Context: an optimization exercise on an open-source flow, tuned for small area, a short achievable clock period and few clock cycles per item. The choices shown serve that exercise and are no tape-out recipe.
Function was checked by simulation only, so behaviour that the tests miss may differ from the original.
Power figures rest on the tool's default switching activity, not on a simulated workload.

**flow/run.sh**
```bash
#!/bin/bash
# synth_recipe.tcl (not shown) runs the flow's synth.tcl, then flattens the netlist and writes it again
# the make line also repeats each setting of config.mk as NAME=value (left out here)
make -C /OpenROAD-flow-scripts/flow DESIGN_CONFIG=/design/flow/config.mk WORK_HOME=/design/flow/orfs CLKGATE_MAP_FILE= SYNTH_SCRIPT=/design/flow/synth_recipe.tcl finish
```
**flow/config.mk**
```make
export PLATFORM = sky130hd
export DESIGN_NAME = argb_unpremultiply
export DESIGN_NICKNAME = argb_unpremultiply
export VERILOG_FILES = /design/flow/design.v
export SDC_FILE = /design/flow/constraint.sdc
export NUM_CORES = 4
export LEC_CHECK = 0
export CAP_MARGIN = 20
export CORE_MARGIN = 2
export CORE_UTILIZATION = 40
export SLEW_MARGIN = 20
```
**flow/constraint.sdc**
```tcl
create_clock -name core_clock -period 4.5 [get_ports {i_clk}]
set_input_delay 0.9000 -clock core_clock [delete_from_list [all_inputs] [get_ports {i_clk}]]
set_output_delay 0.9000 -clock core_clock [all_outputs]
set_load 0.01 [all_outputs]
```
**flow/design.v**
```verilog
package aup_pkg;
    localparam int CHAN_W             = 8;
    localparam int NUM_CHAN           = 3;
    localparam int DIV_BITS_PER_STAGE = 2;
    localparam int DIV_STAGES         = CHAN_W / DIV_BITS_PER_STAGE;
    localparam int LANE_LAT           = DIV_STAGES + 1;
    localparam logic [CHAN_W-1:0] CHAN_MAX = 8'd255;
    localparam int LANE_RED   = 0;
    localparam int LANE_GREEN = 1;
    localparam int LANE_BLUE  = 2;
    typedef struct packed {
        logic [CHAN_W-1:0] rem;
        logic [CHAN_W-1:0] low;
        logic [CHAN_W-1:0] div;
        logic [CHAN_W-1:0] quot;
        logic              zero;
        logic              over;
    } t_lane_stage;
    localparam int STAGE_W = 4*CHAN_W + 2;
    typedef struct packed {
        logic [CHAN_W-1:0] chan;
        logic              bad;
    } t_lane_res;
    localparam int RES_W = CHAN_W + 1;
endpackage
import aup_pkg::*;
module aup_lane (
    input  logic                             i_clk,
    input  logic [aup_pkg::CHAN_W-1:0]       i_chan,
    input  logic [aup_pkg::CHAN_W-1:0]       i_alpha,
    output aup_pkg::t_lane_res               o_res
);
    logic [LANE_LAT-1:0][aup_pkg::STAGE_W-1:0] r_stage;
    aup_pkg::t_lane_stage                w_last;
    aup_pkg::t_lane_stage                n_stage0;
    logic [2*CHAN_W-1:0]        w_prod;
    function automatic aup_pkg::t_lane_stage div_stage(input aup_pkg::t_lane_stage s_in);
        aup_pkg::t_lane_stage s;
        logic [CHAN_W:0] rem_ext;
        s = s_in;
        for (int j = 0; j < DIV_BITS_PER_STAGE; j++) begin
            rem_ext = {s.rem, s.low[CHAN_W-1]};
            s.low   = {s.low[CHAN_W-2:0], 1'b0};
            if (rem_ext >= {1'b0, s.div}) begin
                rem_ext = rem_ext - {1'b0, s.div};
                s.quot  = {s.quot[CHAN_W-2:0], 1'b1};
            end else begin
                s.quot  = {s.quot[CHAN_W-2:0], 1'b0};
            end
            s.rem = rem_ext[CHAN_W-1:0];
        end
        div_stage = s;
    endfunction
    assign w_prod = {i_chan, {CHAN_W{1'b0}}} - {{CHAN_W{1'b0}}, i_chan};
    always_comb begin
        n_stage0.rem  = w_prod[2*CHAN_W-1:CHAN_W];
        n_stage0.low  = w_prod[CHAN_W-1:0];
        n_stage0.div  = i_alpha;
        n_stage0.quot = '0;
        n_stage0.zero = (i_alpha == '0);
        n_stage0.over = (i_chan > i_alpha);
    end
    always_ff @(posedge i_clk) begin
        r_stage[0] <= n_stage0;
        for (int k = 1; k < LANE_LAT; k++) begin
            r_stage[k] <= div_stage(r_stage[k-1]);
        end
    end
    assign w_last = r_stage[LANE_LAT-1];
    always_comb begin
        if (w_last.zero) begin
            o_res.chan = '0;
            o_res.bad  = 1'b0;
        end else if (w_last.over) begin
            o_res.chan = CHAN_MAX;
            o_res.bad  = 1'b1;
        end else begin
            o_res.chan = w_last.quot;
            o_res.bad  = 1'b0;
        end
    end
endmodule
import aup_pkg::*;
module aup_merge (
    input  logic                             i_clk,
    input  logic                             i_rst_n,
    input  logic                             i_vld,
    input  logic [aup_pkg::NUM_CHAN-1:0][aup_pkg::RES_W-1:0] i_res,
    input  logic [aup_pkg::CHAN_W-1:0]       i_alpha,
    output logic                             o_strobe,
    output logic [aup_pkg::CHAN_W-1:0]       o_red,
    output logic [aup_pkg::CHAN_W-1:0]       o_green,
    output logic [aup_pkg::CHAN_W-1:0]       o_blue,
    output logic [aup_pkg::CHAN_W-1:0]       o_alpha,
    output logic                             o_bad
);
    aup_pkg::t_lane_res w_red, w_green, w_blue;
    logic r_strobe;
    logic n_bad;
    assign w_red   = i_res[LANE_RED];
    assign w_green = i_res[LANE_GREEN];
    assign w_blue  = i_res[LANE_BLUE];
    assign n_bad = w_red.bad | w_green.bad | w_blue.bad;
    always_ff @(posedge i_clk) begin
        if (!i_rst_n) begin
            r_strobe <= 1'b0;
        end else begin
            r_strobe <= i_vld;
        end
    end
    always_ff @(posedge i_clk) begin
        o_red   <= w_red.chan;
        o_green <= w_green.chan;
        o_blue  <= w_blue.chan;
        o_alpha <= i_alpha;
        o_bad   <= n_bad;
    end
    assign o_strobe = r_strobe;
endmodule
import aup_pkg::*;
module argb_unpremultiply (
    input  logic                             i_clk,
    input  logic                             i_rst_n,
    input  logic                             start,
    output logic                             busy,
    input  logic [aup_pkg::CHAN_W-1:0]       i_in_blue,
    input  logic [aup_pkg::CHAN_W-1:0]       i_in_green,
    input  logic [aup_pkg::CHAN_W-1:0]       i_in_red,
    input  logic [aup_pkg::CHAN_W-1:0]       i_in_alpha,
    output logic                             o_strobe,
    output logic [aup_pkg::CHAN_W-1:0]       o_out_red,
    output logic [aup_pkg::CHAN_W-1:0]       o_out_green,
    output logic [aup_pkg::CHAN_W-1:0]       o_out_blue,
    output logic [aup_pkg::CHAN_W-1:0]       o_out_alpha,
    output logic                             o_bad_premul
);
    logic [NUM_CHAN-1:0][CHAN_W-1:0] w_chan;
    logic [NUM_CHAN-1:0][aup_pkg::RES_W-1:0] w_res;
    logic [LANE_LAT-1:0] r_vld;
    logic [LANE_LAT-1:0][CHAN_W-1:0] r_alpha;
    assign busy = 1'b0;
    assign w_chan[LANE_RED]   = i_in_red;
    assign w_chan[LANE_GREEN] = i_in_green;
    assign w_chan[LANE_BLUE]  = i_in_blue;
    for (genvar g = 0; g < NUM_CHAN; g++) begin : g_lane
        aup_lane u_lane (
            .i_clk   (i_clk),
            .i_chan  (w_chan[g]),
            .i_alpha (i_in_alpha),
            .o_res   (w_res[g])
        );
    end
    always_ff @(posedge i_clk) begin
        if (!i_rst_n) begin
            for (int k = 0; k < LANE_LAT; k++) begin
                r_vld[k] <= 1'b0;
            end
        end else begin
            r_vld[0] <= start & ~busy;
            for (int k = 1; k < LANE_LAT; k++) begin
                r_vld[k] <= r_vld[k-1];
            end
        end
    end
    always_ff @(posedge i_clk) begin
        r_alpha[0] <= i_in_alpha;
        for (int k = 1; k < LANE_LAT; k++) begin
            r_alpha[k] <= r_alpha[k-1];
        end
    end
    aup_merge u_merge (
        .i_clk    (i_clk),
        .i_rst_n  (i_rst_n),
        .i_vld    (r_vld[LANE_LAT-1]),
        .i_res    (w_res),
        .i_alpha  (r_alpha[LANE_LAT-1]),
        .o_strobe (o_strobe),
        .o_red    (o_out_red),
        .o_green  (o_out_green),
        .o_blue   (o_out_blue),
        .o_alpha  (o_out_alpha),
        .o_bad    (o_bad_premul)
    );
endmodule
```
==> flow_summary.yaml <==
status:
  run_status: "finished clean"
cells_and_area:
  synthToLayoutAreaGrowth_pct: 16.4
  num-fill-cells: 4098
  design.final.nets: 2229
  final_layout_size_suffix_gt1_frac: 0.0935
  num_antenna_cells: 0
synthesis:
  syn-cell-area_um2: 17300
  synth_async_sr_flop_share: 0
  postSynthNetCount: 2110
  synth_cells: 1835
  synth_area_per_cell_um2: 9.42
  yosysWarningCount: 3
  synth.ff_latch_count: 315
  yosysMostFrequentCell: "sky130_fd_sc_hd__dfxtp_1"
  synth_area_leaders: "sky130_fd_sc_hd__dfxtp_1 36%, sky130_fd_sc_hd__ha_1 16%, sky130_fd_sc_hd__xnor2_1 3.6%, sky130_fd_sc_hd__nor2_1 3.3%, sky130_fd_sc_hd__inv_1 3.2%"
  netlist.top_cell.by_area: "sky130_fd_sc_hd__dfxtp_1"
  synthDominantCellAreaShare: 0.365
  sequential_cell_area_fraction_in_the_yosys_report: 0.365
  synth-edff-count: 0
  ys.flop_type: "sky130_fd_sc_hd__dfxtp_1"
  synthTopCellsByCount: "315 x sky130_fd_sc_hd__dfxtp_1, 219 x sky130_fd_sc_hd__ha_1, 154 x sky130_fd_sc_hd__nor2_1"
  synthDistinctLibCells: 87
drt:
  drt_drc_violations_left: 0
  number_of_vias_in_the_routed_layout: 13200
  wl_cell_um: 16.0
  post_drt_via_cell_ratio: 5.13
  postRouteAntennaNets: 0
  postRouteWirelength_um: 41000
  firstDrtPassIters: 5
  drt-initial-drc-count: 671
power_and_ir_drop:
  seqPwrFrac: 0.251
  p_int_mw: 9.60
  pwr_density_cell_nw_per_um2: 786
  share_comb_of_total_power: 0.569
  clockPowerShare: 0.179
  static-leakage-power_nw: 8.88
  p_sw_mw: 6.21
  max-vdd-ir-drop_mv: 0.343
  swShare: 0.393
cts:
  cts_tree: "yes"
  cts.root.buffer_cell: "sky130_fd_sc_hd__clkbuf_16"
  postCtsHoldBufs: 0
  sink_count_of_the_clock_tree: 315
  ctsHtreeMaxLevel: 2
  clkLatencyLatePin_ns: 0.55
  cts_made_buffers: 36
  clockBufferDepth: 3
  cts.clk_slew.worst_paths_ns: 0.06
global_routing:
  global_route.usage.met1: 0.233
  grt_use_met3: 0.0313
  grt_antenna_before_repair: 0
  first_global_vias: 13200
  gr-usage-met2: 0.313
  grt_max_degree: 26
  grt_use_total: 0.186
  gr-total-overflow: 0
  global_route_wire_length_before_repair_um: 66300
  grt_busiest_layer: "met2"
place:
  place.detailed.hpwl_um: 32500
  gp_congestion: 0.895
  dp_slack_ns: 0.0821
  count_of_port_buffers_added_during_placement: 68
critical_path:
  critical_path.slowest_cell: "sky130_fd_sc_hd__a2111oi_4"
  end_kind: "register"
  worstPathCellList: "inv_1 -> ha_1 -> and3_1 -> a221o_1 -> o2bb2ai_1 -> buf_4 -> mux2_2 -> ha_1 -> nand4_1 -> nor2_1 -> nor2_1 -> o21ai_0 -> a2111oi_4 -> and2b_2 -> mux2_1"
  crit-reg2reg-launch: "r_alpha[20]"
  timing.reg2reg.worst_path_depth: 15
  criticalPathCategory: "register to register"
  arrival_ns: 4.70
  timing.critical_path.fanout_max: 12
  slack_of_the_worst_reg_to_reg_path_ns: 0.22
  setup.worst_path.start_class: "register"
  critical_path.max_stage_delay_ns: 0.41
  crit_required_ns: 4.92
  r2r_end: "g_lane[1].u_lane.r_stage[129]"
  cp_num_buf_inv: 2
  cp_top_family: "compound AO/OA/AOI/OAI gates"
sta:
  slew_viol_final: 0
  setup_tns_ns: 0
  setup_violations: 0
  setup_slack_ns: 0.222
  final.min_clock_period_ns: 4.28
  timing_worst_slew_pin_value_ns: 0.839
  layout_worst_path_cycle_share: 0.951
  fmax_mhz: 234
  timing_hold_violations_final: 0
  finClkSkew_ns: 0.0176
  slew-limit-headroom: 0.439
  unrepaired_setup_endpoints_after_global_routing: "false"
worst_hold_path:
  hold_class: "register to register"
  hold_path_startpoint: "g_lane[1].u_lane.r_stage[71]"
  min_delay_path_depth: 0
  worst_hold_path.endpoint: "g_lane[1].u_lane.r_stage[107]"
floorplanning:
  coreArea_um2: 42900
  num_rows: 76
  die_x_um: 212
  design.die.area_um2: 44900
  die_height_um: 212
  initial_utilization: 0.403
  io-pin-count: 70
flow_run:
  cap_viol_max_count: 0
[repair_timing]
item,in CTS,in global routing
setup endpoints to repair,0,47
gates resized for setup,0,17
buffers inserted,0,4
[registers in the layout, summed over array words and instances (netlist names)]
register	count
g_lane.u_lane.r_stage	236
r_alpha	40
u_merge.o_alpha	8
u_merge.o_blue	8
u_merge.o_green	8
u_merge.o_red	8
r_vld	5
u_merge.o_bad	1
u_merge.r_strobe	1
[stage by stage]
step	std cells	utilization	instance area (um2)	hold slack (ns)	power, mW
floorplan	1835	-	17300	0.310	11.0
global route	2564	0.469	20100	0.324	17.2
finish	2564	0.469	20100	0.323	15.8
global placement	2497	0.440	18900	0.311	12.7
detailed placement	2497	0.440	18900	0.312	12.9
CTS	2560	0.467	20000	0.325	15.8
[layer usage]
metal  wire length, um  up-vias
met2             18800      255
met3              1630      104
li1                  -     6728
met4              1710        0
met1             18900     6070
met5                 0        -
[how the worst max path moves through the flow]
stage               cells past startpoint         from                            end  slack, ns
finish                                 15  r_alpha[20]  g_lane[1].u_lane.r_stage[129]       0.22
global route                           18  r_alpha[17]  g_lane[1].u_lane.r_stage[129]       0.02
CTS                                    16   r_alpha[3]   g_lane[0].u_lane.r_stage[66]       0.04
detailed placement                     16   r_alpha[3]   g_lane[0].u_lane.r_stage[66]       0.08
global placement                       16   r_alpha[3]   g_lane[0].u_lane.r_stage[66]       0.17
floorplan                              17   r_alpha[1]   g_lane[1].u_lane.r_stage[61]       0.25
[layout by cell type (no fill, tap or decap), types with 6 or more instances in the layout]
master,Yosys,routed
sky130_fd_sc_hd__or2_2,9,9
sky130_fd_sc_hd__a21oi_1,104,101
sky130_fd_sc_hd__o21bai_1,15,14
sky130_fd_sc_hd__and3_1,9,9
sky130_fd_sc_hd__o31ai_1,17,16
sky130_fd_sc_hd__buf_4,3,41
sky130_fd_sc_hd__clkbuf_1,20,6
sky130_fd_sc_hd__inv_1,149,148
sky130_fd_sc_hd__xor2_1,29,29
sky130_fd_sc_hd__dfxtp_1,315,315
sky130_fd_sc_hd__nand3_1,27,26
sky130_fd_sc_hd__a21o_1,44,44
sky130_fd_sc_hd__nor3_1,32,32
sky130_fd_sc_hd__mux2_1,39,39
sky130_fd_sc_hd__mux2i_1,18,18
sky130_fd_sc_hd__xnor2_1,71,71
sky130_fd_sc_hd__mux2_2,45,45
sky130_fd_sc_hd__clkdlybuf4s50_1,0,68
sky130_fd_sc_hd__nor2b_1,33,33
sky130_fd_sc_hd__o21ai_0,94,90
sky130_fd_sc_hd__nor4_1,7,7
sky130_fd_sc_hd__a211oi_1,8,8
sky130_fd_sc_hd__nand4_1,33,33
sky130_fd_sc_hd__a31oi_1,9,9
sky130_fd_sc_hd__clkbuf_8,0,8
sky130_fd_sc_hd__or3_1,11,11
sky130_fd_sc_hd__and2_1,11,9
sky130_fd_sc_hd__ha_1,219,219
sky130_fd_sc_hd__nand2b_1,21,21
sky130_fd_sc_hd__nor2_1,154,154
sky130_fd_sc_hd__o21ai_1,7,11
sky130_fd_sc_hd__clkbuf_16,0,36
sky130_fd_sc_hd__nand2_1,109,109
sky130_fd_sc_hd__a21boi_0,8,8
sky130_fd_sc_hd__o31a_1,13,13
sky130_fd_sc_hd__fa_1,21,21
sky130_fd_sc_hd__o21a_1,38,38
sky130_fd_sc_hd__o211ai_1,8,8
[final cells by class]
| cell class | instances | area (um2) | share of cell area |
|---|---|---|---|
| multi-input combinational | 1341 | 10300 | 0.513 |
| tap | 585 | 732 | 0.0364 |
| timing repair buffer | 110 | 1010 | 0.0501 |
| sequential | 315 | 6310 | 0.314 |
| inverter | 150 | 567 | 0.0282 |
| clock buffer | 50 | 1030 | 0.0514 |
| clock inverter | 13 | 140 | 0.00697 |
[power by group through the flow]
stage / Clock (mW) / Sequential [mW] / Combinational [mW]
after detailed placement: 0 / 4.03 / 8.82
after global routing: 3.04 / 4.05 / 10.1
after global placement: 0 / 4.03 / 8.64
final: 2.84 / 3.97 / 9.00
after CTS: 2.92 / 3.98 / 8.91
after floorplan: 0 / 3.90 / 7.06
[logic make-up after synthesis]
family                   share of synthesized area
flip-flops                                   0.365
XOR/XNOR                                    0.0507
buffers and inverters                       0.0399
AND/OR/NAND/NOR                              0.134
AO/OA/AOI/OAI                                0.161
adder cells (fa/ha/maj)                      0.183
multiplexers                                0.0660
other                                     0.000217
Testbench counts, summed over its fixed seeds: cycles 18,030, items 18,000.

[re-timing with driven ports]
The results above use ideal ports. As a check the final layout listed here was re-extracted and re-timed, cells and wires unchanged.
Step 1, drivers: a clkbuf_16 drives i_clk and a buf_2 each remaining input, both assumed.
Step 2 adds t to the input delays and takes it off the output delays; t is the mean of the earliest and latest rising clock arrival at the registers after step 1. Input paths then give back, and output paths get back, about the clock's delay inside the block.
Slacks: ideal / step 1 / step 2; pairs: ideal / step 1.
shift t [ns]: 0.593
setup WS [ns]: 0.222 / 0.222 / 0.222
worst hold slack (ns): 0.323 / 0.323 / 0.323
slew at the worst register clock pin (ns): 0.06 / 0.06
After both steps setup and hold are still met in this run. For this run, drivers alone change the setup slack by 0.000 ns; drivers and shift together by 0.000 ns.
